Background: an optimization exercise with open tools, aiming at small area, a short achievable clock period and few clock cycles. Do not read the settings as production practice.
Where RTL was checked, it was by simulation tests only, not by an equivalence proof against the original.
Function not checked in runs 2 to 4 and 7: the RTL went through the layout flow alone.
Power figures rest on the tool's default switching activity, not on a simulated workload.

<file path="flow/config.mk">
export PLATFORM = sky130hd
export DESIGN_NAME = ooo_core
export DESIGN_NICKNAME = ooo_core
export VERILOG_FILES = /design/flow/design.v
export SDC_FILE = /design/flow/constraint.sdc
export NUM_CORES = 4
export LEC_CHECK = 0
export CAP_MARGIN = 20
export CORE_MARGIN = 2
export CORE_UTILIZATION = 70
export PLACE_DENSITY = 0.8
export SLEW_MARGIN = 20
</file>
<file path="flow/constraint.sdc">
create_clock -name core_clock -period 14.0 [get_ports {clk}]
set_input_delay 2.8000 -clock core_clock [delete_from_list [all_inputs] [get_ports {clk}]]
set_output_delay 2.8000 -clock core_clock [all_outputs]
set_load 0.01 [all_outputs]
</file>
<file path="flow/design.v">
`timescale 1ns/100ps
module exec_unit
(
	input  logic [16-1:0] a,
	input  logic [16-1:0] b,
	input  logic [16-1:0] imm,
	input  logic                   sub,
	input  logic                   bimm,
	input  logic                   arith,
	input  logic                   gsel,
	input  logic                   psel,
	output logic [16-1:0] result
);
	localparam int DW = 16;
	logic [DW-1:0] opb;
	logic [DW-1:0] sum;
	logic [DW:0]   sum_c;
	assign opb = bimm ? imm : (b ^ {DW{sub}});
	assign sum_c = {a, 1'b1} + {opb, sub};
	assign sum   = sum_c[DW:1];
	assign result = ({DW{arith}} & sum)
	              | ({DW{gsel}}  & (a & b))
	              | ({DW{psel}}  & (a ^ b));
endmodule
`timescale 1ns/100ps
module ooo_core
(
	input  logic                   clk,
	input  logic                   rst_n,
	input  logic                   issue,
	input  logic [3:0]             op,
	input  logic [$clog2(8)-1:0]  rs1,
	input  logic [$clog2(8)-1:0]  rs2,
	input  logic [$clog2(8)-1:0]  rd,
	input  logic [16-1:0] imm,
	output logic                   dispatch_stall,
	output logic                   commit_valid,
	output logic [$clog2(8)-1:0]  commit_rd,
	output logic [16-1:0] commit_data
);
	localparam int NR = 8;
	localparam int RW = $clog2(8);
	localparam int DW = 16;
	logic [DW-1:0]          regs [NR];
	logic [NR-1:0]          written;
	logic                   ex_valid;
	logic [RW-1:0]          ex_rd;
	logic [NR-1:0]          ex_sel1;    
	logic [RW-1:0]          ex_rs1;     
	logic [DW-1:0]          ex_b;       
	logic                   ex_sub;     
	logic                   ex_bimm;    
	logic                   ex_arith;   
	logic                   ex_gsel;    
	logic                   ex_psel;    
	logic [NR-1:0]          we;         
	logic [NR-1:0]          wr_next;    
	logic                   use_rs1;
	logic                   use_imm;
	logic [NR-1:0]          hit1;
	logic [NR-1:0]          hit2;
	logic [DW-1:0]          src_a;
	logic [DW-1:0]          src_b;
	logic [DW-1:0]          ex_result;
	assign dispatch_stall = 1'b0;
	always_comb
	begin
		for (int k = 0; k < NR; k++)
			we[k] = ex_valid & (ex_rd == RW'(k));
		wr_next = written | we;
		use_rs1 = ~(op[2] & op[1]);             
		use_imm = op[2] & (op[1] | op[0]);      
		for (int k = 0; k < NR; k++)
		begin
			hit1[k] = (rs1 == RW'(k)) & use_rs1;
			hit2[k] = (rs2 == RW'(k));
		end
	end
	always_ff @(posedge clk)
	begin
		ex_valid <= rst_n & issue;
		ex_rd    <= rd;
		ex_sel1  <= hit1 & wr_next;
		ex_rs1   <= use_rs1 ? rs1 : '0;
		ex_b[DW-1:NR+RW]  <= imm[DW-1:NR+RW];
		ex_b[NR+RW-1:0]   <= use_imm ? imm[NR+RW-1:0] : {rs2, hit2 & wr_next};
		ex_sub   <= (op == 4'd1);
		ex_bimm  <= use_imm;
		ex_arith <= (op == 4'd0) | (op == 4'd1) | (op == 4'd5) | (op == 4'd6);
		ex_gsel  <= (op == 4'd2) | (op == 4'd3);
		ex_psel  <= (op == 4'd4) | (op == 4'd3);
	end
	always_comb
	begin
		src_a = DW'(ex_rs1 & {RW{~|ex_sel1}});
		src_b = DW'(ex_b[NR +: RW] & {RW{~|ex_b[NR-1:0]}});
		for (int k = 0; k < NR; k++)
		begin
			src_a = src_a | ({DW{ex_sel1[k]}} & regs[k]);
			src_b = src_b | ({DW{ex_b[k]}} & regs[k]);
		end
	end
	exec_unit u_exec
	(
		.a      (src_a),
		.b      (src_b),
		.imm    (ex_b),
		.sub    (ex_sub),
		.bimm   (ex_bimm),
		.arith  (ex_arith),
		.gsel   (ex_gsel),
		.psel   (ex_psel),
		.result (ex_result)
	);
	always_ff @(posedge clk)
	begin
		if (!rst_n)
			written <= '0;
		else
			written <= wr_next;
	end
	always_ff @(posedge clk)
	begin
		for (int k = 0; k < NR; k++)
		begin
			if (we[k])
				regs[k] <= ex_result;
		end
	end
	always_ff @(posedge clk)
	begin
		commit_valid <= rst_n & ex_valid;
		commit_rd    <= ex_rd;
		commit_data  <= ex_result;
	end
endmodule
</file>
<file path="flow/flow/run.sh">
#!/bin/bash
# The standard layout (standard.sh runs the standard flow's own ORFS make), with the
# resizer asked to repair setup timing to a margin beyond the clock period,
# so that it sizes the critical paths, and the ports buffered with a small
# buffer that the resizer upsizes where timing needs it.
set -euo pipefail
bash standard.sh SETUP_SLACK_MARGIN=10.3 'BUFFER_PORTS_ARGS=-buffer_cell sky130_fd_sc_hd__buf_1' 'CTS_ARGS=-sink_clustering_enable -repair_clock_nets -dont_use_dummy_load -root_buf sky130_fd_sc_hd__clkbuf_16 -buf_list sky130_fd_sc_hd__clkbuf_8 -sink_clustering_size 12 -sink_clustering_max_diameter 50' finish > orfs_make.log 2>&1
</file>
<file path="flow/standard.sh">
#!/bin/bash
# synth_recipe.tcl (not shown) runs the flow's synth.tcl, then flattens the netlist and writes it again
# the make line also repeats each setting of config.mk as NAME=value (left out here)
make -C /OpenROAD-flow-scripts/flow DESIGN_CONFIG=/design/flow/config.mk WORK_HOME=/design/flow/orfs CLKGATE_MAP_FILE= SYNTH_SCRIPT=/design/flow/synth_recipe.tcl "${@:-finish}"
</file>
==> impl_results.md, run 1 <==
* Crit. End Element: output pin
* PwrDens at 115 nW/um^2
* Avg Cell Area, Syn at 12.0 sq um
* CTS tree: done
* DRC viols at 0
* Initial Utilization at 0.715
* Root Driver: clkbuf_16
* H-tree Lvls at 4
* Placeable core area at 12000 sq um
* Max Slew Vio Count at 0
* Detailed Place HPWL at 14.5 mm
* Number of hold violations in the final report at 0
* Mapped Cells at 716
* Placed cells at 875
* Status: timing/DRC/antenna clean
* Finished Core Util at 0.777
* Antenna cells at 0
* Setup TNS at 0 ps
* Post-Syn Area at 8560 sq um
* Worst Path Buf+Inv at 1
* GPL Wtd Cong at 0.995
* Cell Chain, Critical Path: buf_2
* # nets final at 820
* Synth warnings at 2
* Largest stage delay on the critical path at 350 ps
* Area delta synth->final at 8.61%
* Drt first pass iters at 8
* Worst Hold Class: flop to flop
* FF/Latch Area at 5160 sq um
* FFs w/ async S/R, synth at 0
* CP max FO at 1
* GRT Overall Usage at 0.364
* Num ports at 53
* Vias in the first global route at 6534
* Num CTS Buffers at 17
* Post-synth EDFFs at 128
* I/O Buffers at 51
* Worst setup margin at 10330 ps
* Area of the die at 13100 sq um
* Buffer depth of the longest clock path at 2
* Unrepaired setup endpoints after global routing: no
* Synthesized flop and latch total at 192
* Largest net degree at the start of global routing at 35
* Top cells by area, synth: edfxtp_1, dfxtp_1, a22oi_1, ha_1, nand4_1
* Initial antenna violation count at 0
* Total leakage power at 0.00323 uW
* Multi-input logic area at 3290 sq um
* Hold_buf cts at 0
* Vias/cell at 7.46
* Critical path data required time at 11200 ps
* Clock Latency Late Sink at 390 ps
* Setup violators final at 0
* Synth area leader: edfxtp_1
* Dpl ws at 9730 ps
* Finished Cell Area at 9290 sq um
* Sink Count at 192
* Fmax at 0.272 GHz
* Antenna viol nets, final at 0
* Clk_skew at 32.0 ps
* Crit path kind: flop to output pin
* Die H at 115 microns
* Die width at 115 microns
* Total congestion overflow at 0
* Worst-path clk slew at 80 ps
* Yosys cell types at 57
* Routed WL at 23.8 mm
* Fillers at 771
* Routed vias at 6717
* Fraction of layout cells with a size suffix above 1 at 0.117
* Main synth FF type: edfxtp_1
* Top Family by Delay on Critical Path: flip-flops
* Tcrit/Tclk final at 0.262
* Finished Layout Cells at 901
* Slew @ Worst Pin at 1010 ps
* CP Data Arrival Time at 870 ps
* Slew HR at 0.324
* Drt initial violations at 1177
* # rows at 40
* Area after DPL at 8800 sq um
* Area share of the largest cell type after synthesis at 0.449
* Syn_nets at 780
* CP max-delay cell: dfxtp_1
* Maxcap violations at 0
* Period minus WS final at 3670 ps
* VDD IR max at 107 uV
* First-pass GRT wire length at 35.0 mm
* DR WL/cell at 26.4 microns
* Startpoint types: flop
* Register area share after synthesis at 0.599
[registers in the layout, indices dropped and copies added, names as in the netlist]
name,count
ex_b,16
ex_bimm,1
ex_rd,3
ex_gsel,1
ex_arith,1
ex_sel1,8
commit_rd,3
commit_data,16
ex_rs1,3
written,8
ex_sub,1
commit_valid,1
ex_valid,1
ex_psel,1
regs,128
[logic make-up after synthesis]
group | share of synthesized area
DFF | 0.599
buffers and inverters | 0.0332
other | 0.000438
and+or+nand+nor | 0.101
AOI/OAI and AO/OA | 0.192
adders and majority gates | 0.0477
xor gates and xnor gates | 0.0256
muxes | 0.00117
[cell usage in the layout (no fill, tap or decap), drive strengths merged, types with 3 or more instances in the layout]
| cell | synthesis | layout |
|---|---|---|
| xnor2 | 19 | 19 |
| buf | 12 | 62 |
| o21a | 5 | 5 |
| and2 | 5 | 5 |
| xor2 | 6 | 6 |
| a21o | 5 | 5 |
| o31ai | 3 | 4 |
| a22o | 5 | 5 |
| nor3 | 15 | 15 |
| dfxtp | 64 | 64 |
| o41ai | 6 | 6 |
| o211ai | 3 | 3 |
| a31oi | 3 | 3 |
| nor2b | 9 | 9 |
| nand4 | 34 | 34 |
| nor3b | 3 | 3 |
| a22oi | 129 | 129 |
| a21oi | 12 | 12 |
| a222oi | 4 | 4 |
| inv | 21 | 21 |
| a221oi | 7 | 7 |
| nand2b | 9 | 9 |
| edfxtp | 128 | 128 |
| nor2 | 27 | 27 |
| nand2 | 48 | 48 |
| or4 | 4 | 4 |
| ha | 31 | 31 |
| o21ai | 36 | 36 |
| nand3 | 8 | 8 |
| clkbuf | 36 | 23 |
[worst register-to-register path, delay by kind of cell, from the launching register on]
kind | cells | cell delay (ps)
adder cells (fa/ha/maj) | 1 | 360
XOR/XNOR | 1 | 140
AO/OA/AOI/OAI | 4 | 750
AND/OR/NAND/NOR | 7 | 1590
flip-flops | 1 | 440
[cell usage after synthesis, types with 4 or more instances]
library cell and number:
and2_1 5, nor2_1 26, dfxtp_1 64, inv_1 21
buf_2 8, a21oi_1 10, edfxtp_1 128, nand3_1 8
nand2_1 48, o21ai_1 4, o21ai_0 31, nand2b_1 9
a221oi_1 7, nor3_1 15, xor2_1 6, ha_1 31
o21a_1 5, a22oi_1 129, a222oi_1 4, clkbuf_1 36
or4_1 4, nor2b_1 9, a21o_1 4, o41ai_1 6
nand4_1 34, xnor2_1 19, a22o_1 5
[metal layers]
layer | vias up | GRT usage | wire [microns]
met1 | 3101 | 0.461 | 8500
met3 | 135 | 0.107 | 3280
met4 | 0 | 0.183 | 1110
met2 | 611 | 0.574 | 10900
li1 | 2870 | - | -
met5 | - | 0 | 0
[repair_timing]
| action | in CTS | in global routing |
|---|---|---|
| cloned | 0 | 1 |
| pin swaps | 2 | 3 |
| setup endpoints to repair | 112 | 120 |
| resized for setup | 27 | 35 |
| buffers inserted | 0 | 8 |
[per-stage QoR]
| step | hold slack (ps) | total power (uW) |
|---|---|---|
| finish | 365 | 1070 |
| global route | 370 | 1100 |
| CTS | 370 | 1060 |
| detailed placement | 362 | 790 |
| global placement | 355 | 785 |
| floorplan | 343 | 749 |
[path summary, 6_finish.rpt]
path	depth (start not counted)	slack [ps]	to	startpoint
hold reg to reg	0	370	commit_rd[1]$_DFF_P_	ex_rd[1]$_DFF_P_
hold / removal	0	370	commit_rd[1]$_DFF_P_	ex_rd[1]$_DFF_P_
setup / recovery	1	10330	commit_data[11]	commit_data[11]$_DFF_P_
setup reg to reg	13	10440	regs[7][13]$_DFFE_PP_	ex_b[5]$_DFF_P_
[final cells by class]
| class | count | share of cell area |
|---|---|---|
| Timing Repair Buffer | 68 | 0.0355 |
| Multi-Input combinational cell | 456 | 0.354 |
| Sequential cell | 192 | 0.555 |
| Tap cell | 147 | 0.0198 |
| Inverter | 21 | 0.00848 |
| Clock buffer | 17 | 0.0264 |
[where the power goes]
| group | internal [uW] | switching [uW] | total (uW) |
|---|---|---|---|
| clock | 115 | 157 | 272 |
| sequential | 633 | 19.7 | 653 |
| combinational | 52.5 | 90.3 | 143 |
| total | 801 | 267 | 1070 |
Testbench counts, summed over its fixed seeds: cycles 24,016.
==> run 2: changes to the inputs <==
--- a/flow/design.v
+++ b/flow/design.v
@@ -80,10 +80,10 @@
 	begin
 		ex_valid <= rst_n & issue;
 		ex_rd    <= rd;
-		ex_sel1  <= hit1 & wr_next;
+		ex_sel1  <= hit1;
 		ex_rs1   <= use_rs1 ? rs1 : '0;
 		ex_b[DW-1:NR+RW]  <= imm[DW-1:NR+RW];
-		ex_b[NR+RW-1:0]   <= use_imm ? imm[NR+RW-1:0] : {rs2, hit2 & wr_next};
+		ex_b[NR+RW-1:0]   <= use_imm ? imm[NR+RW-1:0] : {rs2, hit2};
 		ex_sub   <= (op == 4'd1);
 		ex_bimm  <= use_imm;
 		ex_arith <= (op == 4'd0) | (op == 4'd1) | (op == 4'd5) | (op == 4'd6);
@@ -92,8 +92,8 @@
 	end
 	always_comb
 	begin
-		src_a = DW'(ex_rs1 & {RW{~|ex_sel1}});
-		src_b = DW'(ex_b[NR +: RW] & {RW{~|ex_b[NR-1:0]}});
+		src_a = '0;
+		src_b = '0;
 		for (int k = 0; k < NR; k++)
 		begin
 			src_a = src_a | ({DW{ex_sel1[k]}} & regs[k]);
@@ -123,7 +123,9 @@
 	begin
 		for (int k = 0; k < NR; k++)
 		begin
-			if (we[k])
+			if (!rst_n)
+				regs[k] <= DW'(k);
+			else if (we[k])
 				regs[k] <= ex_result;
 		end
 	end
==> impl_results.md, run 2 <==
* Fraction of layout cells with a size suffix above 1 at 0.0833 (-0.0334)
* Total congestion overflow at 0 (unchanged)
* Area after DPL at 8890 sq um (+0.94%)
* Routed WL at 27.0 mm (+14%)
* Biggest regs: regs: 128 flops, commit_data: 16 flops, ex_b: 16 flops
* Syn_nets at 1072 (+37%)
* Period minus WS final at 3670 ps (-1.20 ps)
* Area share of the largest cell type after synthesis at 0.418 (-0.0311)
* Placed cells at 1157 (+32%)
* Max Slew Vio Count at 0 (unchanged)
* FFs w/ async S/R, synth at 0 (unchanged)
* PwrDens at 105 nW/um^2 (-9.0%)
* Sink Count at 181 (-5.7%)
* Biggest register: regs
* Main synth FF type: dfxtp_1
* Buffer depth of the longest clock path at 2 (unchanged)
* Worst Path Buf+Inv at 1 (unchanged)
* First-pass GRT wire length at 41.2 mm (+17%)
* Post-synthesis simple-gate area fraction at 0.125 (+0.0233)
* Root Driver: clkbuf_16
* Top-count cell post-synth: dfxtp_1
* Crit. End Element: output pin
* Antenna cells at 0 (unchanged)
* Post-synth EDFFs at 0 (-100%)
* Clock Latency Late Sink at 390 ps (about the same)
* XOR/XNOR Fraction of Synth Area at 0.0261 (+0.000541)
* Total leakage power at 0.00394 uW (+22%)
* Tcrit/Tclk final at 0.262 (about the same)
* Commonest cells post-synth: dfxtp_1, a22oi_1, o21ai_0, nand2_1, clkbuf_1
* Drt initial violations at 1238 (+5.2%)
* Critical path data required time at 11200 ps (about the same)
* Synth area leader: dfxtp_1
* Hold_buf cts at 0 (unchanged)
* Hold Slack at 472 ps (+107 ps)
* Top Family by Delay on Critical Path: flip-flops
* H-tree Lvls at 4 (unchanged)
* Max reg flops at 128 (unchanged)
* Initial antenna violation count at 0 (unchanged)
* Register area share after synthesis at 0.418 (-0.181)
* Worst r2r dst: regs[6][15]$_SDFFE_PN0P_
* Levels on crit path at 1 (unchanged)
* Clk_skew at 30.7 ps (-1.28 ps)
* Setup violators final at 0 (unchanged)
* Area delta synth->final at 7.51%
* Die width at 115 microns (+0.62%)
* Worst Reg-to-Reg Cells at 13 (unchanged)
* Num CTS Buffers at 17 (unchanged)
* I/O Buffers at 51 (unchanged)
* Vias in the first global route at 8108 (+24%)
* Maxcap violations at 0 (unchanged)
* Avg Cell Area, Syn at 8.60 sq um (-28%)
* DR WL/cell at 22.7 microns (-14%)
* Synthesized flop and latch total at 181 (-5.7%)
* Finished Layout Cells at 1188 (+32%)
* GRT Overall Usage at 0.402 (+0.0381)
* Mux contribution to synthesized area at 0.00260 (+0.00143)
* Crit path kind: flop to output pin
* CP max-delay cell: dfxtp_1
* Post-Synth Adder-Cell Area at 0.0471 (-0.000606)
* Die H at 115 microns (+0.62%)
* Synth warnings at 2 (unchanged)
* Yosys cell types at 55 (-3.5%)
* # rows at 40 (unchanged)
* Crit. Startpoint: commit_data[11]$_DFF_P_
* Synth Area in Compound Gates at 0.327 (+0.135)
* # nets final at 1086 (+32%)
* Routed vias at 8600 (+28%)
* Post-layout power at 974 uW (-8.8%)
* Finished Cell Area at 9320 sq um (+0.26%)
* Top cells by area, synth: dfxtp_1, a22oi_1, o21ai_0, ha_1, nand2_1
* Status: timing/DRC/antenna clean
* Post-Syn Area at 8670 sq um (+1.3%)
* Worst r2r src: ex_b[5]$_DFF_P_
* Detailed Place HPWL at 16.2 mm (+11%)
* Antenna viol nets, final at 0 (unchanged)
* Mapped Cells at 1008 (+41%)
* Initial Utilization at 0.719 (+0.00319)
* Num ports at 53 (unchanged)
* Drt first pass iters at 8 (unchanged)
* Slew HR at 0.461 (+0.137)
* CTS tree: done
* Fmax at 0.272 GHz (about the same)
* Unrepaired setup endpoints after global routing: no
* Number of hold violations in the final report at 0 (unchanged)
* Vias/cell at 7.24 (-2.9%)
* Startpoint types: flop
* CP Data Arrival Time at 870 ps (about the same)
* Largest net degree at the start of global routing at 131 (+270%)
* Cell Chain, Critical Path: buf_1
* Largest stage delay on the critical path at 340 ps (about the same)
* GPL Wtd Cong at 0.973 (-2.2%)
* DRC viols at 0 (unchanged)
* Critical path endpoint: commit_data[11]
* Most frequent cells in the layout: dfxtp_1, a22oi_1, o21ai_0, nand2_1, a21oi_1
* Worst-path clk slew at 80 ps (about the same)
* Slew @ Worst Pin at 807 ps (-203 ps)
* Worst Hold Class: flop to flop
* Largest family of logic cells by synthesized area: compound AO/OA/AOI/OAI gates
* CP max FO at 1 (unchanged)
* FF-to-FF setup slack at 10530 ps (+90 ps)
* Placeable core area at 12100 sq um (+0.84%)
* Area of the die at 13300 sq um (+1.2%)
* Commonest non-fill, non-tap cell in the layout: dfxtp_1
* VDD IR max at 99.9 uV (-7.0%)
* Setup TNS at 0 ps (unchanged)
==> run 2: changes by cell type in the layout (fill, tap and decap cells not counted), moves of 24 or more <==
cell	delta
a21oi_1	+49
a31oi_1	+24
dfxtp_1	+130
edfxtp_1	-128
nand2_1	+50
nor2_1	+24
o211a_1	+28
o21ai_0	+83
==> run 2: logic make-up after synthesis <==
logic type / Yosys count
AND/OR/NAND/NOR: 234
flip-flops: 181
multiplexers: 2
AO/OA/AOI/OAI: 416
adder cells (fa/ha/maj): 32
other: 1
buffers and inverters: 117
XOR/XNOR: 25
==> run 2: area by class of cell <==
type | instances | area, sq um
repair buffers | 90 | 523
fillers | 889 | 2740
multi-input cells | 710 | 4630
flip-flops and latches | 181 | 3630
inverters | 22 | 82.6
well taps | 168 | 210
clock buffers | 17 | 245
==> run 2: layer usage <==
metal	GRT usage	wire (microns)	up-vias
li1	-	-	3779
met1	0.507	10100	3957
met2	0.628	11700	675
met3	0.106	3510	189
met4	0.225	1660	0
met5	0	0	-
==> run 2: metrics by stage <==
stage                util  setup WS, ps
finish              0.773         10330
global route        0.773         10300
CTS                 0.761         10310
detailed placement  0.737          9510
global placement    0.737          9610
floorplan               -         10350
==> run 2: how the worst min path moves through the flow <==
stage / end / from / cells past startpoint
3_5_place_dp: commit_rd[0]$_DFF_P_ / ex_rd[0]$_DFF_P_ / 0
6_report: commit_rd[0]$_DFF_P_ / ex_rd[0]$_DFF_P_ / 0
4_1_cts: commit_rd[0]$_DFF_P_ / ex_rd[0]$_DFF_P_ / 0
2_1_floorplan: commit_rd[1]$_DFF_P_ / ex_rd[1]$_DFF_P_ / 0
3_3_place_gp: commit_rd[0]$_DFF_P_ / ex_rd[0]$_DFF_P_ / 0
5_1_grt: commit_rd[0]$_DFF_P_ / ex_rd[0]$_DFF_P_ / 0
==> run 2: power breakdown <==
| part | leakage, uW | switching (uW) | internal (uW) |
|---|---|---|---|
| sequential | 0.00148 | 17.8 | 534 |
| combinational | 0.00234 | 96.8 | 52.1 |
| clock | 0.000127 | 159 | 115 |
| total | 0.00394 | 274 | 701 |
==> run 2: timing repair <==
action	in CTS	in global routing
cloned	0	1
pin swaps	4	4
buffers inserted	5	6
setup endpoints to repair	130	56
resized for setup	4	22
==> run 3: changes to the inputs <==
--- a/flow/config.mk
+++ b/flow/config.mk
@@ -7,6 +7,6 @@
 export LEC_CHECK = 0
 export CAP_MARGIN = 20
 export CORE_MARGIN = 2
-export CORE_UTILIZATION = 70
-export PLACE_DENSITY = 0.8
+export CORE_UTILIZATION = 40
+export PLACE_DENSITY = 0.6
 export SLEW_MARGIN = 20
==> impl_results.md, run 3 <==
* Initial Utilization at 0.410 (-0.309)
* Routed vias at 8036 (-6.6%)
* Commonest cells post-synth: dfxtp_1, a22oi_1, o21ai_0, nand2_1, clkbuf_1
* Worst-path clk slew at 90 ps (about the same)
* Die H at 151 microns (+31%)
* H-tree Lvls at 4 (unchanged)
* Main synth FF type: dfxtp_1
* Maxcap violations at 0 (unchanged)
* Buffer depth of the longest clock path at 2 (unchanged)
* Num CTS Buffers at 17 (unchanged)
* First-pass GRT wire length at 40.9 mm (-0.57%)
* Die width at 151 microns (+31%)
* Hold_buf cts at 0 (unchanged)
* I/O Buffers at 51 (unchanged)
* Unrepaired setup endpoints after global routing: yes
* DRC viols at 0 (unchanged)
* Largest stage delay on the critical path at 320 ps (-20 ps)
* Register area share after synthesis at 0.418 (unchanged)
* Drt initial violations at 1036 (-16%)
* CP Data Arrival Time at 860 ps (about the same)
* Startpoint types: flop
* Synthesized flop and latch total at 181 (unchanged)
* Top-count cell post-synth: dfxtp_1
* FFs w/ async S/R, synth at 0 (unchanged)
* Commonest non-fill, non-tap cell in the layout: dfxtp_1
* Crit path kind: flop to output pin
* Fmax at 0.274 GHz (+0.43%)
* Fillers at 2063 (+130%)
* Number of hold violations in the final report at 0 (unchanged)
* VDD IR max at 46.6 uV (-53%)
* Sink Count at 181 (unchanged)
* Status: timing/DRC/antenna clean
* Routed WL at 27.0 mm (+0.15%)
* GRT Overall Usage at 0.235 (-0.167)
* Mapped Cells at 1008 (unchanged)
* Worst Hold Class: flop to flop
* Biggest regs: regs: 128 flops, commit_data: 16 flops, ex_b: 16 flops
* Most frequent cells in the layout: dfxtp_1, a22oi_1, o21ai_0, nand2_1, a21oi_1
* Cell Chain, Critical Path: buf_1
* Drt first pass iters at 6 (-2)
* Yosys cell types at 55 (unchanged)
* Clk_skew at 33.6 ps (+2.90 ps)
* Worst Path Buf+Inv at 1 (unchanged)
* Area share of the largest cell type after synthesis at 0.418 (unchanged)
* Area of the die at 22900 sq um (+72%)
* PwrDens at 103 nW/um^2 (-1.1%)
* Critical path data required time at 11200 ps (about the same)
* Top Family by Delay on Critical Path: flip-flops
* Post-synth EDFFs at 0 (unchanged)
* Synth warnings at 2 (unchanged)
* Total leakage power at 0.00394 uW (about the same)
* Antenna viol nets, final at 0 (unchanged)
* DR WL/cell at 20.9 microns (-8.0%)
* # nets final at 1084 (-0.18%)
* Biggest register: regs
* Max Slew Vio Count at 0 (unchanged)
* Root Driver: clkbuf_16
* Total congestion overflow at 0 (unchanged)
* CTS tree: done
* CP max FO at 1 (unchanged)
* # rows at 53 (+33%)
* Slew @ Worst Pin at 930 ps (+123 ps)
* Post-layout power at 980 uW (+0.54%)
* Num ports at 53 (unchanged)
* Placeable core area at 21200 sq um (+75%)
* Detailed Place HPWL at 16.7 mm (+3.5%)
* Post-Syn Area at 8670 sq um (unchanged)
* Antenna cells at 0 (unchanged)
* Vias in the first global route at 7220 (-11%)
* Setup TNS at 0 ps (unchanged)
* Largest net degree at the start of global routing at 83 (-37%)
* Clock Latency Late Sink at 400 ps (about the same)
* Slew HR at 0.379 (-0.0819)
* Synth area leader: dfxtp_1
* GPL Wtd Cong at 0.850 (-13%)
* Area delta synth->final at 9.24%
* Vias/cell at 6.22 (-14%)
* Setup violators final at 0 (unchanged)
* Avg Cell Area, Syn at 8.60 sq um (unchanged)
* Syn_nets at 1072 (unchanged)
* Period minus WS final at 3660 ps (-15.7 ps)
* Crit. End Element: output pin
* Max reg flops at 128 (unchanged)
* Initial antenna violation count at 0 (unchanged)
* CP max-delay cell: dfxtp_1
* Tcrit/Tclk final at 0.261 (-0.00112)
* Top cells by area, synth: dfxtp_1, a22oi_1, o21ai_0, ha_1, nand2_1
* Fraction of layout cells with a size suffix above 1 at 0.0864 (+0.00311)
run 3: timing repair:
item | in CTS | in global routing
setup buffers | 2 | 3
setup endpoints to repair | 95 | 63
pin swaps | 1 | 7
gates resized for setup | 5 | 27
run 3: metrics by stage:
step	instance area (sq um)	utilization	hold slack (ps)	instances	worst slack (ps)
2_1_floorplan	8670	-	329	1008	10350
3_3_place_gp	9040	0.427	456	1265	9590
3_5_place_dp	9070	0.429	459	1269	9550
4_1_cts	9350	0.442	470	1288	10310
5_1_grt	9470	0.448	486	1293	10280
6_report	9470	0.448	469	1293	10340
run 3: final timing paths:
path	from	end	slack (ps)	cells after the start
hold / removal	ex_rd[0]$_DFF_P_	commit_rd[0]$_DFF_P_	470	0
setup / recovery	commit_data[14]$_DFF_P_	commit_data[14]	10340	1
setup reg to reg	ex_sel1[5]$_DFF_P_	regs[0][11]$_SDFFE_PN0P_	10370	13
hold reg to reg	ex_rd[0]$_DFF_P_	commit_rd[0]$_DFF_P_	470	0
run 3: final cells by class:
cell class	instances	area, sq um	share of cell area
clock buffers	17	245	0.0259
inverters	22	82.6	0.00872
multi-input cells	710	4660	0.492
flip-flops and latches	181	3620	0.383
well taps	275	344	0.0363
repair buffers	88	513	0.0542
run 3: kinds of logic after synthesis:
family | after synthesis | synth area share
AOI/OAI and AO/OA | 416 | 0.327
and+or+nand+nor | 234 | 0.125
DFF | 181 | 0.418
buffers and inverters | 117 | 0.0540
adders and majority gates | 32 | 0.0471
xor gates and xnor gates | 25 | 0.0261
muxes | 2 | 0.00260
other | 1 | 0.000433
run 3: power by group:
part	switching [uW]	internal [uW]	total, uW
sequential	15.0	533	548
combinational	99.0	51.8	151
clock	165	115	280
run 3: layer usage:
metal	share of wire	vias to the layer above	GRT usage
met3	0.096	58	0.0563
met2	0.43	457	0.348
li1	-	3784	-
met4	0.022	0	0.0799
met5	0	-	0
met1	0.45	3737	0.333
==> run 4: changes to the inputs <==
==> flow/flow/run.sh (replaced) <==
#!/bin/bash
# The standard layout (standard.sh runs the standard flow's own ORFS make), with the
# resizer asked to repair setup timing to a margin beyond the clock period,
# so that it sizes the critical paths, and the ports buffered with a small
# buffer that the resizer upsizes where timing needs it.
set -euo pipefail
bash standard.sh SETUP_SLACK_MARGIN=10.3 'BUFFER_PORTS_ARGS=-buffer_cell sky130_fd_sc_hd__buf_1' 'CTS_ARGS=-sink_clustering_enable -repair_clock_nets -dont_use_dummy_load -root_buf sky130_fd_sc_hd__clkbuf_16 -buf_list {sky130_fd_sc_hd__clkbuf_8 sky130_fd_sc_hd__clkbuf_16}' finish > orfs_make.log 2>&1
==> impl_results.md, run 4 <==
* PwrDens at 113 nW/um^2 (+9.3%)
* Top-count cell post-synth: dfxtp_1
* GPL Wtd Cong at 0.850 (unchanged)
* Fmax at 0.272 GHz (-0.42%)
* Num ports at 53 (unchanged)
* Commonest cells post-synth: dfxtp_1, a22oi_1, o21ai_0, nand2_1, clkbuf_1
* H-tree Lvls at 4 (unchanged)
* Tcrit/Tclk final at 0.262 (+0.00111)
* Max reg flops at 128 (unchanged)
* Synth warnings at 2 (unchanged)
* Top Family by Delay on Critical Path: flip-flops
* Cell Chain, Critical Path: buf_2
* Root Driver: clkbuf_16
* Worst setup margin at 10330 ps (-15.5 ps)
* Sink Count at 181 (unchanged)
* Yosys cell types at 55 (unchanged)
* Antenna cells at 0 (unchanged)
* Num CTS Buffers at 17 (unchanged)
* Period minus WS final at 3670 ps (+15.5 ps)
* Register area share after synthesis at 0.418 (unchanged)
* Worst Reg-to-Reg Cells at 13 (unchanged)
* Unrepaired setup endpoints after global routing: yes
* Finished Cell Area at 9660 sq um (+2.1%)
* FFs w/ async S/R, synth at 0 (unchanged)
* Die H at 151 microns (unchanged)
* I/O Buffers at 51 (unchanged)
* Total leakage power at 0.00407 uW (+3.3%)
* Main synth FF type: dfxtp_1
* Initial antenna violation count at 0 (unchanged)
* DR WL/cell at 21.0 microns (+0.31%)
* Largest stage delay on the critical path at 310 ps (about the same)
* Antenna viol nets, final at 0 (unchanged)
* Area of the die at 22900 sq um (unchanged)
* Top cells by area, synth: dfxtp_1, a22oi_1, o21ai_0, ha_1, nand2_1
* Syn_nets at 1072 (unchanged)
* Crit path kind: flop to output pin
* Fillers at 2050 (-0.63%)
* GRT Overall Usage at 0.237 (+0.00172)
* Critical path data required time at 11200 ps (about the same)
* Worst r2r dst: regs[0][11]$_SDFFE_PN0P_
* Area delta synth->final at 11.5%
* Clock Latency Late Sink at 440 ps (+40 ps)
* CTS tree: done
* Most frequent cells in the layout: dfxtp_1, a22oi_1, o21ai_0, nand2_1, a21oi_1
* CP max-delay cell: dfxtp_1
* Multi-input logic area at 4660 sq um (unchanged)
* Worst-path clk slew at 60 ps (-30 ps)
* Synthesized flop and latch total at 181 (unchanged)
* Biggest regs: regs: 128 flops, commit_data: 16 flops, ex_b: 16 flops
* Area after DPL at 9070 sq um (unchanged)
* Finished Core Util at 0.457 (+0.00923)
* Post-synth EDFFs at 0 (unchanged)
* Synth area leader: dfxtp_1
* Worst r2r src: ex_sel1[5]$_DFF_P_
* CP Data Arrival Time at 870 ps (about the same)
* Number of hold violations in the final report at 0 (unchanged)
* Post-Syn Area at 8670 sq um (unchanged)
* Placed cells at 1269 (unchanged)
* Routed WL at 27.1 mm (+0.31%)
* Biggest register: regs
* Worst Path Buf+Inv at 1 (unchanged)
* Clk_skew at 20.2 ps (-13.4 ps)
* Fraction of layout cells with a size suffix above 1 at 0.101 (+0.0147)
* Setup violators final at 0 (unchanged)
* Initial Utilization at 0.410 (unchanged)
* Placeable core area at 21200 sq um (unchanged)
* Crit. Startpoint: commit_data[13]$_DFF_P_
* Hold_buf cts at 0 (unchanged)
* # rows at 53 (unchanged)
* Worst Hold Class: flop to flop
* Startpoint types: flop
* Vias/cell at 6.23 (+0.24%)
* Total congestion overflow at 0 (unchanged)
* Finished Layout Cells at 1293 (unchanged)
* FF/Latch Area at 3630 sq um (+0.10%)
* Buffer depth of the longest clock path at 2 (unchanged)
* Maxcap violations at 0 (unchanged)
* Mapped Cells at 1008 (unchanged)
* CP max FO at 1 (unchanged)
* Detailed Place HPWL at 16.7 mm (unchanged)
* Routed vias at 8055 (+0.24%)
* Slew HR at 0.380 (+0.000485)
* Largest net degree at the start of global routing at 83 (unchanged)
* Setup TNS at 0 ps (unchanged)
* First-pass GRT wire length at 41.2 mm (+0.59%)
* Worst hold endpoint: commit_rd[0]$_DFF_P_
* Slew @ Worst Pin at 929 ps (-0.726 ps)
* Drt initial violations at 1068 (+3.1%)
* # nets final at 1084 (unchanged)
* WHS Path Cells at 0 (unchanged)
* Hold path startpoint: ex_rd[0]$_DFF_P_
* Crit. End Element: output pin
* Vias in the first global route at 7249 (+0.40%)
* VDD IR max at 53.2 uV (+14%)
* Area share of the largest cell type after synthesis at 0.418 (unchanged)
* Status: timing/DRC/antenna clean
* Commonest non-fill, non-tap cell in the layout: dfxtp_1
* FF-to-FF setup slack at 10350 ps (-20 ps)
* Drt first pass iters at 6 (unchanged)
* Max Slew Vio Count at 0 (unchanged)
* Dpl ws at 9550 ps (unchanged)
* DRC viols at 0 (unchanged)
* Die width at 151 microns (unchanged)
* Avg Cell Area, Syn at 8.60 sq um (unchanged)
-- run 4: cell count changes in the layout (fill, tap and decap cells not counted), moves of 3 or more --
cell / before / now
clkbuf_8: 16 / 0
buf_2: 2 / 13
dfxtp_1: 180 / 177
buf_1: 43 / 31
dfxtp_2: 1 / 4
clkbuf_16: 1 / 17
-- run 4: cell families after synthesis --
logic type | Yosys count | share of synthesized area
other | 1 | 0.000433
AND/OR/NAND/NOR | 234 | 0.125
adder cells (fa/ha/maj) | 32 | 0.0471
buffers and inverters | 117 | 0.0540
flip-flops | 181 | 0.418
multiplexers | 2 | 0.00260
XOR/XNOR | 25 | 0.0261
AO/OA/AOI/OAI | 416 | 0.327
-- run 4: layout make-up --
class                           count  share of cell area
Sequential cell                   181               0.376
Tap cell                          275              0.0356
Timing Repair Buffer               88              0.0543
Multi-Input combinational cell    710               0.482
Clock buffer                       17              0.0440
Inverter                           22             0.00855
-- run 4: stage by stage --
stage	power, uW	hold slack (ps)
floorplan	652	329
global placement	697	456
detailed placement	699	459
CTS	1090	468
global route	1130	484
finish	1090	467
-- run 4: report_power, final --
part           internal [uW]  switching [uW]
clock network            211             182
logic                   52.5            98.6
registers                534            15.0
-- run 4: worst max-delay path by stage --
stage	end	slack, ps	cells past startpoint
final	commit_data[13]	10330	1
after global routing	regs[0][11]$_SDFFE_PN0P_	10260	15
after CTS	commit_data[12]	10300	1
after detailed placement	ex_b[9]$_DFF_P_	9550	4
after global placement	ex_b[9]$_DFF_P_	9590	4
after floorplan	ex_b[9]$_DFF_P_	10350	4
-- run 4: metal layers --
| layer | routed length [microns] | GRT usage | share of wire | vias up |
|---|---|---|---|---|
| li1 | - | - | - | 3784 |
| met1 | 12200 | 0.334 | 0.45 | 3798 |
| met2 | 11800 | 0.353 | 0.43 | 408 |
| met3 | 2440 | 0.0530 | 0.090 | 65 |
| met4 | 672 | 0.0850 | 0.025 | 0 |
| met5 | 0 | 0 | 0 | - |
-- run 4: what timing repair did --
| action | 4_1_cts | 5_1_grt |
|---|---|---|
| setup buffers | 2 | 3 |
| gates resized for setup | 14 | 31 |
| pin swaps | 1 | 6 |
| setup endpoints to repair | 105 | 86 |
| gates cloned | 0 | 0 |
==> run 5: changes to the inputs <==
--- a/flow/design.v
+++ b/flow/design.v
@@ -80,10 +80,10 @@
 	begin
 		ex_valid <= rst_n & issue;
 		ex_rd    <= rd;
-		ex_sel1  <= hit1;
+		ex_sel1  <= hit1 & wr_next;
 		ex_rs1   <= use_rs1 ? rs1 : '0;
 		ex_b[DW-1:NR+RW]  <= imm[DW-1:NR+RW];
-		ex_b[NR+RW-1:0]   <= use_imm ? imm[NR+RW-1:0] : {rs2, hit2};
+		ex_b[NR+RW-1:0]   <= use_imm ? imm[NR+RW-1:0] : {rs2, hit2 & wr_next};
 		ex_sub   <= (op == 4'd1);
 		ex_bimm  <= use_imm;
 		ex_arith <= (op == 4'd0) | (op == 4'd1) | (op == 4'd5) | (op == 4'd6);
@@ -92,8 +92,8 @@
 	end
 	always_comb
 	begin
-		src_a = '0;
-		src_b = '0;
+		src_a = DW'(ex_rs1 & {RW{~|ex_sel1}});
+		src_b = DW'(ex_b[NR +: RW] & {RW{~|ex_b[NR-1:0]}});
 		for (int k = 0; k < NR; k++)
 		begin
 			src_a = src_a | ({DW{ex_sel1[k]}} & regs[k]);
@@ -123,9 +123,7 @@
 	begin
 		for (int k = 0; k < NR; k++)
 		begin
-			if (!rst_n)
-				regs[k] <= DW'(k);
-			else if (we[k])
+			if (we[k])
 				regs[k] <= ex_result;
 		end
 	end
==> flow/flow/run.sh (replaced) <==
#!/bin/bash
# The standard layout (standard.sh runs the standard flow's own ORFS make), with the
# resizer asked to repair setup timing to a margin beyond the clock period,
# so that it sizes the critical paths, and the ports buffered with a small
# buffer that the resizer upsizes where timing needs it.
set -euo pipefail
bash standard.sh SETUP_SLACK_MARGIN=10.3 'BUFFER_PORTS_ARGS=-buffer_cell sky130_fd_sc_hd__buf_1' 'CTS_ARGS=-sink_clustering_enable -repair_clock_nets -dont_use_dummy_load -root_buf sky130_fd_sc_hd__clkbuf_16 -buf_list sky130_fd_sc_hd__clkbuf_8' finish > orfs_make.log 2>&1
==> impl_results.md, run 5 <==
* Status: timing/DRC/antenna clean
* # rows at 53 (unchanged)
* Post-layout power at 1070 uW (-1.9%)
* DRC viols at 0 (unchanged)
* Area share of the largest cell type after synthesis at 0.449 (+0.0311)
* Total congestion overflow at 0 (unchanged)
* Fraction of layout cells with a size suffix above 1 at 0.126 (+0.0245)
* Biggest regs: regs: 128 flops, commit_data: 16 flops, ex_b: 16 flops
* Antenna cells at 0 (unchanged)
* Placeable core area at 21000 sq um (-0.63%)
* Commonest non-fill, non-tap cell in the layout: a22oi_1
* Vias/cell at 6.24 (+0.19%)
* Commonest cells post-synth: a22oi_1, edfxtp_1, dfxtp_1, nand2_1, clkbuf_1
* Finished Core Util at 0.451 (-0.00575)
* Clk_skew at 57.7 ps (+37.4 ps)
* GPL Wtd Cong at 0.887 (+4.4%)
* Startpoint types: flop
* Cell Chain, Critical Path: buf_6
* Synth Area in Compound Gates at 0.192 (-0.135)
* Die width at 150 microns (-0.62%)
* Maxcap violations at 0 (unchanged)
* Initial Utilization at 0.407 (-0.00265)
* # nets final at 822 (-24%)
* Worst Path Buf+Inv at 1 (unchanged)
* Yosys cell types at 57 (+3.6%)
* Antenna viol nets, final at 0 (unchanged)
* PwrDens at 113 nW/um^2 (about the same)
* Syn_nets at 780 (-27%)
* Mapped Cells at 716 (-29%)
* GRT Overall Usage at 0.219 (-0.0179)
* Num ports at 53 (unchanged)
* Mux contribution to synthesized area at 0.00117 (-0.00143)
* Detailed Place HPWL at 15.1 mm (-10%)
* Critical path data required time at 11200 ps (about the same)
* CTS tree: done
* Worst setup margin at 10340 ps (+7.00 ps)
* Dpl ws at 9700 ps (+143 ps)
* Fillers at 1920 (-6.3%)
* DR WL/cell at 23.4 microns (+12%)
* Post-synthesis simple-gate area fraction at 0.101 (-0.0233)
* Most frequent cells in the layout: a22oi_1, edfxtp_1, nand2_1, dfxtp_1, buf_1
* CP Data Arrival Time at 860 ps (about the same)
* Unrepaired setup endpoints after global routing: yes
* FFs w/ async S/R, synth at 0 (unchanged)
* Worst-path clk slew at 130 ps (+70 ps)
* Largest stage delay on the critical path at 340 ps (+30 ps)
* Avg Cell Area, Syn at 12.0 sq um (+39%)
* Root Driver: clkbuf_16
* Slew @ Worst Pin at 865 ps (-64.2 ps)
* Initial antenna violation count at 0 (unchanged)
* Die H at 150 microns (-0.62%)
* Top-count cell post-synth: a22oi_1
* Area of the die at 22600 sq um (-1.2%)
* Max Slew Vio Count at 0 (unchanged)
* Setup violators final at 0 (unchanged)
* Drt first pass iters at 6 (unchanged)
* Sink Count at 192 (+6.1%)
* Clock Latency Late Sink at 410 ps (-30 ps)
* H-tree Lvls at 4 (unchanged)
* Synthesized flop and latch total at 192 (+6.1%)
* Setup TNS at 0 ps (unchanged)
* Buffer depth of the longest clock path at 2 (unchanged)
* Max reg flops at 128 (unchanged)
* Worst Hold Class: flop to flop
* Biggest register: regs
* Register area share after synthesis at 0.599 (+0.181)
* Area delta synth->final at 10.8%
* Drt initial violations at 857 (-20%)
* Crit path kind: flop to output pin
* Vias in the first global route at 6450 (-11%)
* Top cells by area, synth: edfxtp_1, dfxtp_1, a22oi_1, ha_1, nand4_1
* Period minus WS final at 3660 ps (-7.00 ps)
* Post-Synth Adder-Cell Area at 0.0477 (+0.000606)
* Post-synth EDFFs at 128 (+128)
* Num CTS Buffers at 17 (unchanged)
* Number of hold violations in the final report at 0 (unchanged)
* Routed vias at 6435 (-20%)
* First-pass GRT wire length at 36.7 mm (-11%)
* Slew HR at 0.417 (+0.0376)
* Top Family by Delay on Critical Path: flip-flops
* Synth area leader: edfxtp_1
* Post-Syn Area at 8560 sq um (-1.3%)
* Total leakage power at 0.00326 uW (-20%)
* I/O Buffers at 51 (unchanged)
* Tcrit/Tclk final at 0.262 (-0.000500)
* Routed WL at 24.2 mm (-11%)
* Largest net degree at the start of global routing at 35 (-58%)
* Synth warnings at 2 (unchanged)
* Crit. End Element: output pin
* Largest family of logic cells by synthesized area: compound AO/OA/AOI/OAI gates
* CP max FO at 1 (unchanged)
* Main synth FF type: edfxtp_1
* CP max-delay cell: dfxtp_2
* XOR/XNOR Fraction of Synth Area at 0.0256 (-0.000541)
* Fmax at 0.273 GHz (+0.19%)
* VDD IR max at 64.8 uV (+22%)
-- run 5: report_power, final --
group	internal, uW	leakage, uW	total, uW	switching [uW]
Clock	115	0.000127	281	165
Combinational	52.4	0.00142	143	90.2
Sequential	633	0.00172	649	15.9
Total	800	0.00326	1070	272
-- run 5: final timing paths --
check                        from               endpoint  slack, ps  cells after the start
min              ex_rd[1]$_DFF_P_   commit_rd[1]$_DFF_P_        370                      0
max          commit_rd[1]$_DFF_P_           commit_rd[1]      10340                      1
max reg2reg       ex_b[2]$_DFF_P_  regs[7][13]$_DFFE_PP_      10500                     13
min reg2reg      ex_rd[1]$_DFF_P_   commit_rd[1]$_DFF_P_        370                      0
-- run 5: kinds of logic (layout without fill, tap and decap cells) --
family,after synthesis,in the layout
AO/OA/AOI/OAI,226,226
XOR/XNOR,25,25
adder cells (fa/ha/maj),32,32
buffers and inverters,69,109
flip-flops,192,192
multiplexers,1,1
other,1,1
AND/OR/NAND/NOR,170,170
-- run 5: stage by stage --
stage                     instance area, sq um  instances  hold WS [ps]
after global placement                    8990       1004           357
after CTS                                 9310       1021           381
after detailed placement                  8990       1004           359
after global routing                      9480       1031           388
after floorplan                           8560        716           343
final                                     9480       1031           370
-- run 5: worst register-to-register path, cell delays in order, from the launching register on --
cell       delay, ps
dfxtp_4          450
or4_1            520
nor2_2           140
a21o_2           170
xnor2_1           60
nor2_1           140
a21oi_1           80
fa_1             450
nor2b_2          190
o31ai_4           90
a31oi_2          200
a21oi_2          120
o2111ai_1        180
or3b_4           450
-- run 5: area by class of cell --
class | instances | area, sq um | share of cell area
repair buffers | 71 | 365 | 0.0385
flip-flops and latches | 192 | 5170 | 0.546
multi-input cells | 455 | 3270 | 0.345
clock buffers | 17 | 245 | 0.0259
well taps | 275 | 344 | 0.0363
inverters | 21 | 78.8 | 0.00831
-- run 5: metal layers --
metal | GRT usage | routed length (microns) | vias to the layer above
li1 | - | - | 2865
met1 | 0.293 | 10000 | 3102
met2 | 0.356 | 11500 | 404
met3 | 0.0394 | 2050 | 64
met4 | 0.0802 | 590 | 0
met5 | 0 | 0 | -
-- run 5: what timing repair did --
item,in CTS,in global routing
hold buffers,0,0
buffers inserted,0,10
endpoints found under the setup margin,105,112
resized for setup,33,32
Testbench counts of run 5, summed over its fixed seeds: cycles 24,016.
==> run 6: changes to the inputs <==
==> flow/flow/run.sh (replaced) <==
#!/bin/bash
# The standard layout (standard.sh runs the standard flow's own ORFS make), with the
# resizer asked to repair setup timing to a margin beyond the clock period,
# so that it sizes the critical paths, and the ports buffered with a small
# buffer that the resizer upsizes where timing needs it.
set -euo pipefail
bash standard.sh SETUP_SLACK_MARGIN=10.3 'BUFFER_PORTS_ARGS=-buffer_cell sky130_fd_sc_hd__buf_1' 'CTS_ARGS=-sink_clustering_enable -repair_clock_nets -dont_use_dummy_load -root_buf sky130_fd_sc_hd__clkbuf_16 -buf_list sky130_fd_sc_hd__clkbuf_8 -sink_clustering_size 12 -sink_clustering_max_diameter 50' 'RECOVER_POWER=100' finish > orfs_make.log 2>&1
--- a/flow/config.mk
+++ b/flow/config.mk
@@ -7,6 +7,6 @@
 export LEC_CHECK = 0
 export CAP_MARGIN = 20
 export CORE_MARGIN = 2
-export CORE_UTILIZATION = 40
-export PLACE_DENSITY = 0.6
+export CORE_UTILIZATION = 70
+export PLACE_DENSITY = 0.8
 export SLEW_MARGIN = 20
==> impl_results.md, run 6 <==
* Avg Cell Area, Syn at 12.0 sq um (unchanged)
* Register area share after synthesis at 0.599 (unchanged)
* Startpoint types: flop
* Setup TNS at 0 ps (unchanged)
* Critical path data required time at 14060 ps (+2860 ps)
* Synthesized flop and latch total at 192 (unchanged)
* Drt first pass iters at 8 (+2)
* Cell Chain, Critical Path: or4_1, nor2_1, nand2_1, nand4_1, xnor2_1, o21ai_0, ha_1, nor2b_1, o31ai_1, a31oi_2, a21oi_1, xor2_1, o21ai_0
* VDD IR max at 106 uV (+63%)
* Largest stage delay on the critical path at 760 ps (+420 ps)
* GPL Wtd Cong at 0.995 (+12%)
* Num ports at 53 (unchanged)
* Most frequent cells in the layout: a22oi_1, edfxtp_1, dfxtp_1, nand2_1, buf_1
* Biggest register: regs
* Initial antenna violation count at 0 (unchanged)
* Period minus WS final at 4690 ps (+1030 ps)
* Sink Count at 192 (unchanged)
* Clk_skew at 30.8 ps (-26.8 ps)
* Unrepaired setup endpoints after global routing: no
* Synth warnings at 2 (unchanged)
* Routed WL at 23.8 mm (-1.5%)
* Setup violators final at 0 (unchanged)
* Max Slew Vio Count at 53 (+53)
* Drt initial violations at 1097 (+28%)
* Most used cell, CP: o21ai_0
* Synth Area in Compound Gates at 0.192 (unchanged)
* Antenna viol nets, final at 0 (unchanged)
* GRT Overall Usage at 0.364 (+0.145)
* DR WL/cell at 26.4 microns (+13%)
* Antenna cells at 0 (unchanged)
* Initial Utilization at 0.715 (+0.308)
* CP Data Arrival Time at 4750 ps (+3890 ps)
* Total leakage power at 0.00314 uW (-3.8%)
* DRC viols at 0 (unchanged)
* PwrDens at 116 nW/um^2 (+2.8%)
* Crit. End Element: flop
* Buffer depth of the longest clock path at 2 (unchanged)
* Area of the die at 13100 sq um (-42%)
* Biggest regs: regs: 128 flops, commit_data: 16 flops, ex_b: 16 flops
* Clock Latency Late Sink at 390 ps (-20 ps)
* Root Driver: clkbuf_16
* XOR/XNOR Fraction of Synth Area at 0.0256 (unchanged)
* Largest family of logic cells by synthesized area: compound AO/OA/AOI/OAI gates
* Max reg flops at 128 (unchanged)
* Die H at 115 microns (-24%)
* CP max-delay cell: o21ai_0
* Fmax at 0.213 GHz (-22%)
* Worst Hold Class: flop to flop
* Worst setup margin at 9310 ps (-1030 ps)
* Post-Synth Adder-Cell Area at 0.0477 (unchanged)
* Area delta synth->final at 6.48%
* First-pass GRT wire length at 35.0 mm (-4.5%)
* Commonest cells post-synth: a22oi_1, edfxtp_1, dfxtp_1, nand2_1, clkbuf_1
* Post-synthesis simple-gate area fraction at 0.101 (unchanged)
* Slew HR at -0.0778 (-0.495)
* Status: failed layout checks
* Main synth FF type: edfxtp_1
* # rows at 40 (-25%)
* Die width at 115 microns (-24%)
* Placeable core area at 12000 sq um (-43%)
* Fraction of layout cells with a size suffix above 1 at 0.0610 (-0.0647)
* Post-layout power at 1060 uW (-1.2%)
* Post-synth EDFFs at 128 (unchanged)
* CTS tree: done
* Maxcap violations at 3 (+3)
* Routed vias at 6758 (+5.0%)
* Tcrit/Tclk final at 0.335 (+0.0736)
* Num CTS Buffers at 17 (unchanged)
* H-tree Lvls at 4 (unchanged)
* I/O Buffers at 51 (unchanged)
* Slew @ Worst Pin at 1620 ps (+752 ps)
* Syn_nets at 780 (unchanged)
* Total congestion overflow at 0 (unchanged)
* Mux contribution to synthesized area at 0.00117 (unchanged)
* Crit path kind: flop to flop
* Mapped Cells at 716 (unchanged)
* FFs w/ async S/R, synth at 0 (unchanged)
* Area share of the largest cell type after synthesis at 0.449 (unchanged)
* Hold_buf cts at 0 (unchanged)
* Failed Checks: capacitance limit, slew limit
* Top cells by area, synth: edfxtp_1, dfxtp_1, a22oi_1, ha_1, nand4_1
* Dpl ws at 9730 ps (+35.3 ps)
* Number of hold violations in the final report at 0 (unchanged)
* Vias in the first global route at 6534 (+1.3%)
* Worst-path clk slew at 80 ps (-50 ps)
* Top-count cell post-synth: a22oi_1
* CP max FO at 18 (+17)
* Detailed Place HPWL at 14.5 mm (-3.7%)
* Commonest non-fill, non-tap cell in the layout: a22oi_1
* Yosys cell types at 57 (unchanged)
* # nets final at 820 (-0.24%)
* Vias/cell at 7.50 (+20%)
* Synth area leader: edfxtp_1
* Largest net degree at the start of global routing at 35 (unchanged)
* Post-Syn Area at 8560 sq um (unchanged)
run 6: changes by cell type in the layout (fill, tap and decap cells not counted), moves of 4 or more:
cell and change:
clkbuf_1 +19, buf_4 -11, nor2_1 +7, nor2_2 -7
o21ai_0 +7, clkbuf_2 -5, dfxtp_4 -5, o21ai_2 -5
o31ai_1 +4
run 6: cells by family (layout without fill, tap and decap cells):
family                   after synthesis  count (layout)
multiplexers                           1               1
adder cells (fa/ha/maj)               32              32
AND/OR/NAND/NOR                      170             170
flip-flops                           192             192
AO/OA/AOI/OAI                        226             227
XOR/XNOR                              25              25
other                                  1               1
buffers and inverters                 69             106
run 6: per-stage QoR:
step / std cells / hold WS (ps) / cell area, sq um / util
6_report: 901 / 368 / 9110 / 0.762
5_1_grt: 901 / 370 / 9110 / 0.762
4_1_cts: 892 / 370 / 9110 / 0.761
3_5_place_dp: 875 / 362 / 8800 / 0.736
3_3_place_gp: 875 / 355 / 8800 / 0.736
2_1_floorplan: 716 / 343 / 8560 / -
run 6: cell type report:
cell class | instances | area [sq um]
fillers | 816 | 2850
inverters | 21 | 78.8
multi-input cells | 456 | 3160
well taps | 147 | 184
clock buffers | 17 | 245
repair buffers | 68 | 289
flip-flops and latches | 192 | 5160
run 6: critical path, delay by kind of cell (launching register included):
family          cells  cell delay (ps)
fa+ha+maj           1              350
simple gates        5             1240
flops               1              610
compound gates      5             1920
xor+xnor            2              250
run 6: repair_timing:
action,4_1_cts,5_1_grt
setup endpoints to repair,112,120
buffers inserted,0,8
gates resized for setup,27,35
pin swaps,2,3
gates cloned,0,1
run 6: per-layer routing:
| metal | global-route usage | vias up | part of all wire |
|---|---|---|---|
| met4 | 0.183 | 0 | 0.049 |
| li1 | - | 2864 | - |
| met3 | 0.107 | 145 | 0.13 |
| met5 | 0 | - | 0 |
| met2 | 0.574 | 620 | 0.46 |
| met1 | 0.461 | 3129 | 0.36 |
run 6: worst paths after layout:
| kind | end | depth (start not counted) | from | slack, ps |
|---|---|---|---|---|
| min | commit_rd[1]$_DFF_P_ | 0 | ex_rd[1]$_DFF_P_ | 370 |
| min reg2reg | commit_rd[1]$_DFF_P_ | 0 | ex_rd[1]$_DFF_P_ | 370 |
| max reg2reg | regs[4][11]$_DFFE_PP_ | 13 | ex_b[5]$_DFF_P_ | 9310 |
| max | regs[4][11]$_DFFE_PP_ | 13 | ex_b[5]$_DFF_P_ | 9310 |
run 6: where the power goes:
group	leakage, uW	switching (uW)	internal (uW)	total (uW)
clock network	0.000127	157	115	272
registers	0.00171	19.5	634	654
logic	0.00130	85.8	47.9	134
total	0.00314	263	797	1060
==> run 7: changes to the inputs <==
--- a/flow/design.v
+++ b/flow/design.v
@@ -46,7 +46,7 @@
 	logic                   ex_valid;
 	logic [RW-1:0]          ex_rd;
 	logic [NR-1:0]          ex_sel1;    
-	logic [RW-1:0]          ex_rs1;     
+	logic [RW-1:0]          ex_rst1;    
 	logic [DW-1:0]          ex_b;       
 	logic                   ex_sub;     
 	logic                   ex_bimm;    
@@ -59,6 +59,8 @@
 	logic                   use_imm;
 	logic [NR-1:0]          hit1;
 	logic [NR-1:0]          hit2;
+	logic [RW-1:0]          rst1;
+	logic [RW-1:0]          rst2;
 	logic [DW-1:0]          src_a;
 	logic [DW-1:0]          src_b;
 	logic [DW-1:0]          ex_result;
@@ -68,12 +70,19 @@
 		for (int k = 0; k < NR; k++)
 			we[k] = ex_valid & (ex_rd == RW'(k));
 		wr_next = written | we;
-		use_rs1 = ~(op[2] & op[1]);             
-		use_imm = op[2] & (op[1] | op[0]);      
+		use_rs1 = (op == 4'd0) | (op == 4'd1) | (op == 4'd2)
+		        | (op == 4'd3) | (op == 4'd4) | (op == 4'd5);
+		use_imm = (op == 4'd5) | (op == 4'd6);
+		rst1 = '0;
+		rst2 = '0;
 		for (int k = 0; k < NR; k++)
 		begin
 			hit1[k] = (rs1 == RW'(k)) & use_rs1;
 			hit2[k] = (rs2 == RW'(k));
+			if (hit1[k] & ~wr_next[k])
+				rst1 = rst1 | RW'(k);
+			if (hit2[k] & ~wr_next[k])
+				rst2 = rst2 | RW'(k);
 		end
 	end
 	always_ff @(posedge clk)
@@ -81,9 +90,8 @@
 		ex_valid <= rst_n & issue;
 		ex_rd    <= rd;
 		ex_sel1  <= hit1 & wr_next;
-		ex_rs1   <= use_rs1 ? rs1 : '0;
-		ex_b[DW-1:NR+RW]  <= imm[DW-1:NR+RW];
-		ex_b[NR+RW-1:0]   <= use_imm ? imm[NR+RW-1:0] : {rs2, hit2 & wr_next};
+		ex_rst1  <= rst1;
+		ex_b     <= use_imm ? imm : {{(DW-NR-RW){1'b0}}, rst2, hit2 & wr_next};
 		ex_sub   <= (op == 4'd1);
 		ex_bimm  <= use_imm;
 		ex_arith <= (op == 4'd0) | (op == 4'd1) | (op == 4'd5) | (op == 4'd6);
@@ -92,8 +100,8 @@
 	end
 	always_comb
 	begin
-		src_a = DW'(ex_rs1 & {RW{~|ex_sel1}});
-		src_b = DW'(ex_b[NR +: RW] & {RW{~|ex_b[NR-1:0]}});
+		src_a = DW'(ex_rst1);
+		src_b = DW'(ex_b[NR +: RW]);
 		for (int k = 0; k < NR; k++)
 		begin
 			src_a = src_a | ({DW{ex_sel1[k]}} & regs[k]);
==> flow/flow/run.sh (replaced) <==
#!/bin/bash
# The standard layout (standard.sh runs the standard flow's own ORFS make), with the
# resizer asked to repair setup timing to a margin beyond the clock period,
# so that it sizes the critical paths, and the ports buffered with a small
# buffer that the resizer upsizes where timing needs it.
set -euo pipefail
bash standard.sh SETUP_SLACK_MARGIN=10.2 'BUFFER_PORTS_ARGS=-buffer_cell sky130_fd_sc_hd__buf_1' finish > orfs_make.log 2>&1
--- a/flow/config.mk
+++ b/flow/config.mk
@@ -7,6 +7,6 @@
 export LEC_CHECK = 0
 export CAP_MARGIN = 20
 export CORE_MARGIN = 2
-export CORE_UTILIZATION = 70
-export PLACE_DENSITY = 0.8
+export CORE_UTILIZATION = 40
+export PLACE_DENSITY = 0.6
 export SLEW_MARGIN = 20
==> impl_results.md, run 7 <==
* Status: timing/DRC/antenna clean
* Largest net degree at the start of global routing at 35 (unchanged)
* Combinational power share at 0.098 (-0.028)
* Worst r2r dst: regs[5][11]$_DFFE_PP_
* Routed WL at 25.3 mm (+6.1%)
* Avg Cell Area, Syn at 12.0 sq um (+0.21%)
* Syn_nets at 790 (+1.3%)
* Post-Syn Area at 8690 sq um (+1.6%)
* Area share of the largest cell type after synthesis at 0.442 (-0.00711)
* Max Slew Vio Count at 0 (-100%)
* Synth warnings at 2 (unchanged)
* Commonest non-fill, non-tap cell in the layout: edfxtp_1
* Mapped Cells at 726 (+1.4%)
* FF-to-FF setup slack at 10340 ps (+1030 ps)
* Fillers at 1827 (+120%)
* Cell Chain, Critical Path: buf_1, xnor2_1, nor3_4, buf_4, o41ai_1
* Area of the die at 22900 sq um (+75%)
* Total leakage power at 0.00340 uW (+8.4%)
* Crit. Startpoint: op[1]
* CTS tree: done
* Number of hold violations in the final report at 0 (unchanged)
* Placeable core area at 21200 sq um (+77%)
* Worst setup margin at 10220 ps (+918 ps)
* Vias in the first global route at 6644 (+1.7%)
* Dpl ws at 9820 ps (+86.4 ps)
* Top-count cell post-synth: edfxtp_1
* Total congestion overflow at 0 (unchanged)
* I/O Buffers at 51 (unchanged)
* Slew @ Worst Pin at 1090 ps (-529 ps)
* PwrDens at 126 nW/um^2 (+8.2%)
* DR WL/cell at 24.0 microns (-9.2%)
* Most frequent cells in the layout: edfxtp_1, a22oi_1, dfxtp_1, buf_1, nand2_1
* GRT Overall Usage at 0.225 (-0.139)
* Clk_skew at 10.6 ps (-20.3 ps)
* Vias/cell at 6.34 (-16%)
* Num CTS Buffers at 17 (unchanged)
* Drt first pass iters at 9 (+1)
* Register area share after synthesis at 0.589 (-0.00948)
* First-pass GRT wire length at 37.8 mm (+8.0%)
* Main synth FF type: edfxtp_1
* CP Data Arrival Time at 4070 ps (-680 ps)
* Initial antenna violation count at 0 (unchanged)
* Synth area leader: edfxtp_1
* Total net switching power at 334 uW (+27%)
* DRC viols at 0 (unchanged)
* Maxcap violations at 0 (-3)
* Slew HR at 0.274 (+0.352)
* Clock power share at 0.386 (+0.129)
* Biggest register: regs
* Die H at 151 microns (+32%)
* Synthesized flop and latch total at 192 (unchanged)
* Period minus WS final at 3780 ps (-918 ps)
* Sw Share at 0.268 (+0.0203)
* Worst-path clk slew at 80 ps (about the same)
* Antenna cells at 0 (unchanged)
* Top cells by area, synth: edfxtp_1, dfxtp_1, a22oi_1, ha_1, xnor2_1
* CP max FO at 28 (+10)
* P_int at 913 uW (+15%)
* Finished Layout Cells at 1053 (+17%)
* Antenna viol nets, final at 0 (unchanged)
* Initial Utilization at 0.411 (-0.304)
* Worst Reg-to-Reg Cells at 9 (-4)
* Placed cells at 1015 (+16%)
* Crit. End Element: flop
* Worst r2r src: ex_sel1[2]$_DFF_P_
* Startpoint types: input pin
* Root Driver: clkbuf_16
* Drt initial violations at 1165 (+6.2%)
* Area delta synth->final at 14.0%
* FFs w/ async S/R, synth at 0 (unchanged)
* H-tree Lvls at 4 (unchanged)
* # nets final at 829 (+1.1%)
* Tcrit/Tclk final at 0.270 (-0.0656)
* Unrepaired setup endpoints after global routing: yes
* Detailed Place HPWL at 15.0 mm (+3.1%)
* Levels on crit path at 5 (-8)
* Num ports at 53 (unchanged)
* Die width at 151 microns (+32%)
* CP max-delay cell: o41ai_1
* Yosys cell types at 61 (+7.0%)
* Critical path endpoint: ex_b[4]$_DFF_P_
* Commonest cells post-synth: edfxtp_1, a22oi_1, dfxtp_1, clkbuf_1, nand2_1
* Clock Latency Late Sink at 440 ps (+50 ps)
* Multi-input logic area at 3440 sq um (+9.2%)
* Post-synth EDFFs at 128 (unchanged)
* Sink Count at 192 (unchanged)
* Biggest regs: regs: 128 flops, commit_data: 16 flops, ex_b: 16 flops
* Seq pwr share at 0.516 (-0.101)
* FF/Latch Area at 5140 sq um (-0.41%)
* Max reg flops at 128 (unchanged)
* Largest stage delay on the critical path at 500 ps (-260 ps)
* Setup TNS at 0 ps (unchanged)
* Setup violators final at 0 (unchanged)
* Fraction of layout cells with a size suffix above 1 at 0.114 (+0.0534)
* Buffer depth of the longest clock path at 2 (unchanged)
* Worst Path Buf+Inv at 2 (+2)
* Crit path kind: input pin to flop
* Fmax at 0.265 GHz (+24%)
* Top Family by Delay on Critical Path: buffers and inverters
* # rows at 53 (+33%)
* Routed vias at 6673 (-1.3%)
* Critical path data required time at 14290 ps (+230 ps)
* Worst Hold Class: flop to flop
* GPL Wtd Cong at 0.857 (-14%)
* VDD IR max at 72.3 uV (-32%)
-- run 7: cell count changes in the layout (fill, tap and decap cells not counted), moves of 10 or more --
cell,previous run,this run
a22oi_1,129,115
clkbuf_8,16,0
buf_1,40,51
a21oi_1,11,21
clkbuf_1,19,0
clkbuf_16,1,17
o21ai_1,2,22
o21ai_0,33,3
-- run 7: worst min-delay path by stage --
stage,from,end,slack [ps],cells after the start
after floorplan,ex_rd[1]$_DFF_P_,commit_rd[1]$_DFF_P_,360,0
after global placement,ex_rd[1]$_DFF_P_,commit_rd[1]$_DFF_P_,380,0
after detailed placement,ex_rd[1]$_DFF_P_,commit_rd[1]$_DFF_P_,380,0
after CTS,ex_rd[1]$_DFF_P_,commit_rd[1]$_DFF_P_,390,0
after global routing,ex_rd[1]$_DFF_P_,commit_rd[1]$_DFF_P_,410,0
final,ex_rd[1]$_DFF_P_,commit_rd[1]$_DFF_P_,390,0
-- run 7: through the flow --
| stage | hold slack (ps) | utilization | power (uW) | instance area, sq um |
|---|---|---|---|---|
| 2_1_floorplan | 364 | - | 733 | 8690 |
| 3_3_place_gp | 376 | 0.433 | 768 | 9160 |
| 3_5_place_dp | 383 | 0.433 | 771 | 9160 |
| 4_1_cts | 395 | 0.463 | 1250 | 9790 |
| 5_1_grt | 409 | 0.468 | 1290 | 9910 |
| 6_report | 394 | 0.468 | 1250 | 9910 |
-- run 7: layout make-up --
cell class | instances | area share
clock inverter | 15 | 0.0167
inverter | 15 | 0.00568
multi-input combinational | 471 | 0.348
clock buffer | 17 | 0.0429
tap | 275 | 0.0347
timing repair buffer | 68 | 0.0338
sequential | 192 | 0.519
-- run 7: kinds of logic (layout without fill, tap and decap cells) --
| logic type | after synthesis | after routing | synth area share |
|---|---|---|---|
| AO/OA/AOI/OAI | 228 | 228 | 0.190 |
| flip-flops | 192 | 192 | 0.589 |
| AND/OR/NAND/NOR | 176 | 178 | 0.109 |
| buffers and inverters | 65 | 115 | 0.0294 |
| adder cells (fa/ha/maj) | 32 | 32 | 0.0469 |
| XOR/XNOR | 27 | 27 | 0.0272 |
| multiplexers | 5 | 5 | 0.00748 |
| other | 1 | 1 | 0.000431 |
-- run 7: what timing repair did --
action	4_1_cts	5_1_grt
pin swaps	0	14
gates cloned	1	1
gates resized for setup	12	19
buffers inserted	0	4
hold buffers	0	0
endpoints found under the setup margin	88	91
-- run 7: metal layers --
layer | up-vias | global-route usage | part of all wire
met3 | 100 | 0.0584 | 0.099
met5 | - | 0 | 0
met2 | 451 | 0.337 | 0.44
met4 | 0 | 0.125 | 0.047
li1 | 2945 | - | -
met1 | 3177 | 0.297 | 0.41
-- run 7: worst reg2reg max path: cells and delay by family, from the launching register on --
kind	cells	cell delay, ps
compound gates	4	1140
simple gates	4	890
fa+ha+maj	1	280
flops	1	1040
-- run 7: power groups by stage --
stage	registers [uW]	logic [uW]	clock network (uW)
detailed placement	656	115	0
global route	645	137	510
floorplan	649	84.0	0
finish	644	122	481
global placement	656	112	0
CTS	644	118	487

-- static timing again, ports no longer ideal --
Ports are ideal in the flow. The routed layouts listed here were re-timed in OpenROAD. Step 1 assumes that a clkbuf_16 drives the clock port and a buf_2 every other input. Step 2 also shifts input and output timing later by t, the mid clock arrival at the registers, as if the neighbouring blocks saw the same clock. Three values: ideal, step 1, step 2; two values: the first two.
run | t (ns) | setup slack, ns | worst register clock-pin slew, ns
run 1 | 0.420 | 10.327 / 10.285 / 10.019 | 0.09 / 0.09
run 2 | 0.420 | 10.328 / 10.287 / 9.999 | 0.09 / 0.09
run 3 | 0.429 | 10.344 / 10.297 / 10.055 | 0.10 / 0.10
run 4 | 0.475 | 10.329 / 10.281 / 10.020 | 0.07 / 0.07
run 5 | 0.429 | 10.336 / 10.289 / 10.080 | 0.13 / 0.13
run 6 | 0.420 | 9.306 / 9.306 / 9.306 | 0.09 / 0.09
run 7 | 0.480 | 10.224 / 10.224 / 9.760 | 0.08 / 0.08
The setup slack of run 7, which loses most, moves by 0.000 ns with the drivers and by -0.464 ns with both steps.
